Background: an optimization exercise with open tools, aiming at small area. Do not read the settings as production practice. At most, simulation tests tie the RTL to the original design; equivalence was not proved. The clock input has no modelled driver; a real chip could not lean on it and would need a root buffer or a full tree. Power and IR drop assume default switching activity.

violet:
==> module tsf_core, before the edit <==
module tsf_core (
  input  logic        clk_i,
  input  logic        rst_ni,
  input  logic        item_valid_i,
  input  logic        op_i,         
  input  logic [4:0]  pl_i,         
  output logic        take_o,
  output logic        res_valid_o,
  input  logic        res_ready_i,
  output logic [2:0]  cls_o,
  output logic        classified_o,
  output logic [15:0] pkt_o,
  output logic [15:0] tcp_o,
  output logic [15:0] udp_o,
  output logic [15:0] cls_total_o
);
  logic [2:0]  code_q, code_d, code_step;
  logic [5:0]  cnt_q, cnt_d;
  logic [15:0] ip_q, tcp_q, udp_q;
  logic [15:0] cc_q [6];
  logic [5:0]  cc_w_q;
  logic [15:0] cc_sel, cc_inc;
  logic        res_valid_q;
  logic [2:0]  res_q, res_d;
  logic        inc_q;
  logic        emit;
  logic        is_hdr;
  logic        is_syn, is_tcp, is_udp;
  logic [3:0]  doff;
  assign is_hdr = !op_i;
  assign is_syn = pl_i[4];
  assign is_tcp = pl_i[4] || pl_i[1:0] == tsf_pkg::K_TCP;
  assign is_udp = !pl_i[4] && pl_i[1:0] == tsf_pkg::K_UDP;
  assign doff   = pl_i[3:0];
  assign take_o = item_valid_i && (!res_valid_q || res_ready_i);
  tsf_classify u_classify (
    .code_i (code_q),
    .cnt_i  (cnt_q),
    .byte_i (pl_i[2:0]),
    .code_o (code_step)
  );
  always_comb begin
    code_d = code_q;
    cnt_d  = cnt_q;
    res_d  = tsf_pkg::R_NONE;
    emit   = 1'b0;
    if (is_hdr) begin
      emit   = 1'b1;
      code_d = tsf_pkg::C_IDLE;
      cnt_d  = {doff, 2'b00};
      if (is_syn) begin
        if (doff <= 4'd5) begin
          res_d = 3'd0;        
        end else begin
          case (doff)
            4'd7:    code_d = tsf_pkg::C_A;
            4'd8:    code_d = tsf_pkg::C_B;
            4'd11:   code_d = tsf_pkg::C_C;
            4'd10:   code_d = tsf_pkg::C_DE;
            default: code_d = tsf_pkg::C_OTHER;
          endcase
        end
      end
    end else if (code_q != tsf_pkg::C_IDLE) begin
      cnt_d  = cnt_q - 1'b1;
      code_d = code_step;
      if (cnt_q == 6'd21) begin
        emit   = 1'b1;
        code_d = tsf_pkg::C_IDLE;
        res_d  = (code_q == tsf_pkg::C_DE || code_q == tsf_pkg::C_OTHER) ? 3'd0 : code_q;
      end
    end
  end
  always_ff @(posedge clk_i or negedge rst_ni) begin
    if (!rst_ni) begin
      code_q      <= tsf_pkg::C_IDLE;
      res_valid_q <= 1'b0;
      inc_q       <= 1'b0;
    end else begin
      if (take_o) begin
        code_q <= code_d;
        res_valid_q <= emit;
      end else if (res_ready_i) begin
        res_valid_q <= 1'b0;
      end
      inc_q <= take_o && emit && (res_d != tsf_pkg::R_NONE);
    end
  end
  always_ff @(posedge clk_i) begin
    if (take_o) begin
      cnt_q <= cnt_d;
    end
    if (take_o && emit) begin
      res_q <= res_d;
    end
  end
  always_ff @(posedge clk_i or negedge rst_ni) begin
    if (!rst_ni) begin
      ip_q  <= '0;
      tcp_q <= '0;
      udp_q <= '0;
    end else begin
      ip_q  <= ip_q  + 16'(take_o && is_hdr);
      tcp_q <= tcp_q + 16'(take_o && is_hdr && is_tcp);
      udp_q <= udp_q + 16'(take_o && is_hdr && is_udp);
    end
  end
  always_comb begin
    case (res_q)
      3'd0:    cc_sel = cc_w_q[0] ? cc_q[0] : '0;
      3'd1:    cc_sel = cc_w_q[1] ? cc_q[1] : '0;
      3'd2:    cc_sel = cc_w_q[2] ? cc_q[2] : '0;
      3'd3:    cc_sel = cc_w_q[3] ? cc_q[3] : '0;
      3'd4:    cc_sel = cc_w_q[4] ? cc_q[4] : '0;
      3'd5:    cc_sel = cc_w_q[5] ? cc_q[5] : '0;
      default: cc_sel = '0;
    endcase
  end
  assign cc_inc = cc_sel + 16'(inc_q);
  always_ff @(posedge clk_i or negedge rst_ni) begin
    if (!rst_ni) begin
      cc_w_q <= '0;
    end else if (inc_q) begin
      for (int i = 0; i < 6; i++) begin
        if (res_q == 3'(i)) cc_w_q[i] <= 1'b1;
      end
    end
  end
  always_ff @(posedge clk_i) begin
    if (inc_q) begin
      for (int i = 0; i < 6; i++) begin
        if (res_q == 3'(i)) cc_q[i] <= cc_inc;
      end
    end
  end
  assign res_valid_o  = res_valid_q;
  assign classified_o = (res_q != tsf_pkg::R_NONE);
  assign cls_o        = (res_q == tsf_pkg::R_NONE) ? 3'd0 : res_q;
  assign pkt_o        = ip_q;
  assign tcp_o        = tcp_q;
  assign udp_o        = udp_q;
  assign cls_total_o  = cc_inc;
endmodule
==> flow/config.mk <==
export PLATFORM = sky130hd
export DESIGN_NAME = tcp_syn_os_fingerprinter_top
export DESIGN_NICKNAME = tcp_syn_os_fingerprinter_top
export VERILOG_FILES = /design/flow/design.v
export SDC_FILE = /design/flow/constraint.sdc
export NUM_CORES = 4
export LEC_CHECK = 0
export CAP_MARGIN = 20
export CORE_MARGIN = 2
export CORE_UTILIZATION = 70
export SLEW_MARGIN = 20
==> flow/constraint.sdc <==
create_clock -name core_clock -period 6.0 [get_ports {clk_i}]
set_input_delay 1.2000 -clock core_clock [delete_from_list [all_inputs] [get_ports {clk_i}]]
set_output_delay 1.2000 -clock core_clock [all_outputs]
set_load 0.01 [all_outputs]
standard.sh (not shown) runs the stock make flow with config.mk's settings and CLKGATE_MAP_FILE= SYNTH_SCRIPT=/design/flow/synth_recipe.tcl, a recipe that flattens the netlist after the stock synthesis.
==> flow/flow/run.sh <==
#!/bin/bash
# Own layout flow: the standard.sh with the standard synthesis unchanged, then:
#  - constant outputs keep the single tie cell from synthesis (no per-port tie cells),
#  - port buffers use sky130_fd_sc_hd__buf_1,
#  - the clock tree is built by flow/clock_tree.tcl (sourced before CTS): one root
#    buffer driving CLK_LEAVES leaf buffers, each driving one cluster of flip-flops,
#  - after the floorplan, flow/restructure.tcl re-maps the combinational logic for
#    area with OpenROAD's restructure (ABC) and keeps a single tie cell,
#  - before the placement repair, flow/downsize.tcl puts combinational cells with
#    few loads at their smallest drive strength; repair_design sizes up as needed.
# Each step's full output goes to its own log here.
set -euo pipefail
# Liberty file without the platform's don't-use cells, for restructure.
DONT_USE=$(sed -n '/^export DONT_USE_CELLS += \\/,/^$/p' "$FLOW_HOME/platforms/sky130hd/config.mk" | grep -o 'sky130_fd_sc_hd__[a-z0-9_]*')
python3 flow/filter_lib.py "$FLOW_HOME/platforms/sky130hd/lib/sky130_fd_sc_hd__tt_025C_1v80.lib" "$PWD/rs.lib" $DONT_USE > filter_lib.log 2>&1
export RS_LIB="$PWD/rs.lib"
export RS_DIR="$PWD/rmp"
export POST_FLOORPLAN_TCL="$PWD/flow/restructure.tcl"
export PRE_CTS_TCL="$PWD/flow/clock_tree.tcl"
export CLK_LEAVES=11
export PRE_RESIZE_TCL="$PWD/flow/downsize.tcl"
export DS_MAXFO=8
export CLK_LEAF_BUF=sky130_fd_sc_hd__clkbuf_8
export CLK_ROOT_BUF=sky130_fd_sc_hd__clkbuf_16
bash standard.sh synth > 1_synth.log 2>&1
bash standard.sh SKIP_REPAIR_TIE_FANOUT=1 floorplan > 2_floorplan.log 2>&1
bash standard.sh SKIP_REPAIR_TIE_FANOUT=1 \
  "BUFFER_PORTS_ARGS=-buffer_cell sky130_fd_sc_hd__buf_1" \
  finish > 3_finish.log 2>&1
Other scripts of this flow, unchanged in this note and not shown: flow/flow/clock_tree.tcl, flow/flow/downsize.tcl, flow/flow/filter_lib.py, flow/flow/restructure.tcl
Relative to violet, the following input files were edited for amber:
-- flow/design.v --
<<< violet, line 113
  logic [15:0] ip_q, tcp_q, udp_q;
  logic [15:0] cc_q [6];
  logic [5:0]  cc_w_q;
  logic [15:0] cc_sel, cc_inc;
  logic        res_valid_q;
  logic [2:0]  res_q, res_d;
  logic        inc_q;
  logic        emit;
  logic        is_hdr;
>>> amber, line 113
  logic [15:0] ip_q, tcp_q, udp_q;
  logic [15:0] cc_q [6];
  logic [15:0] cc_sel, cc_inc;
  logic        res_valid_q;
  logic [2:0]  res_q, res_d;
  logic        inc_q;
  logic        started_q;    
  logic        emit;
  logic        is_hdr;
<<< violet, line 189
    end
  end
  always_ff @(posedge clk_i or negedge rst_ni) begin
    if (!rst_ni) begin
      ip_q  <= '0;
      tcp_q <= '0;
>>> amber, line 189
    end
  end
  always_ff @(posedge clk_i) begin
    if (!started_q) begin
      ip_q  <= '0;
      tcp_q <= '0;
<<< violet, line 200
    end
  end
  always_comb begin
    case (res_q)
      3'd0:    cc_sel = cc_w_q[0] ? cc_q[0] : '0;
      3'd1:    cc_sel = cc_w_q[1] ? cc_q[1] : '0;
      3'd2:    cc_sel = cc_w_q[2] ? cc_q[2] : '0;
      3'd3:    cc_sel = cc_w_q[3] ? cc_q[3] : '0;
      3'd4:    cc_sel = cc_w_q[4] ? cc_q[4] : '0;
      3'd5:    cc_sel = cc_w_q[5] ? cc_q[5] : '0;
      default: cc_sel = '0;
    endcase
  end
  assign cc_inc = cc_sel + 16'(inc_q);
  always_ff @(posedge clk_i or negedge rst_ni) begin
    if (!rst_ni) begin
      cc_w_q <= '0;
    end else if (inc_q) begin
      for (int i = 0; i < 6; i++) begin
        if (res_q == 3'(i)) cc_w_q[i] <= 1'b1;
      end
    end
  end
  always_ff @(posedge clk_i) begin
    if (inc_q) begin
      for (int i = 0; i < 6; i++) begin
        if (res_q == 3'(i)) cc_q[i] <= cc_inc;
      end
    end
  end
>>> amber, line 200
    end
  end
  always_ff @(posedge clk_i or negedge rst_ni) begin
    if (!rst_ni) begin
      started_q <= 1'b0;
    end else begin
      started_q <= 1'b1;
    end
  end
  logic [5:0] cc_rd;
  always_comb begin
    cc_sel = '0;
    for (int i = 0; i < 6; i++) begin
      cc_rd[i] = started_q && res_q == 3'(i);
      cc_sel   = cc_sel | ({16{cc_rd[i]}} & cc_q[i]);
    end
  end
  assign cc_inc = cc_sel + 16'(inc_q);
  always_ff @(posedge clk_i) begin
    for (int i = 0; i < 6; i++) begin
      if (!started_q || (inc_q && res_q == 3'(i))) cc_q[i] <= cc_inc;
    end
  end
==> comparison <==
Relative to violet, area fraction in compound gates after synthesis has gone down in amber. amber — switching share of power 1.2 points lower, violet as reference. Reported for amber and violet, count of hold buffers inserted by post-cts repair turned out identical to the last digit. Relative contribution of the clock network to total power (amber over violet): increase, 0.6 points. | worst setup slack | lower: amber |. Against violet, amber comes in 460 µm² higher on die area. Biggest cell delay along the critical path down 130 ps in amber wrt violet. Of amber and violet, the lower combinational group share of total power belongs to amber. When amber is set beside violet, its synthesized cell count turns out to be 11% larger. In the metrics for amber and violet, the one carrying the lower final critical-path required period is violet. Relative to violet, the sum of met3 wire segment lengths after detailed routing measured on amber has increased by a few percent.
No functional check of the RTL was part of amber. No run of this note takes its clock network from TritonCTS; it comes from the design's own scripts or RTL.

==> re-timing with driven ports <==
How much do the figures lean on ideal ports? The routed layouts below were timed once more, with nothing changed but the port constraints. Step 1: set_driving_cell puts a clkbuf_16 on clk_i and a buf_2 on each other input, an assumption about the parent block. Step 2 also shifts input and output timing later by t, the mid clock arrival at the registers, as if the neighbouring blocks saw the same clock. Three values: ideal ports, drivers, drivers and shift; two values: the first two.
| run | t (ns) | slack for setup (ns) | worst data-port slew with drivers (ns) | pins driven straight from the clock port |
|---|---|---|---|---|
| violet | 0.401 | 0.449 / 0.409 / 0.810 | 0.03 | 1 |
| amber | 0.398 | 0.235 / 0.190 / 0.588 | 0.06 | 1 |
After both steps setup and hold are still met in every run listed.
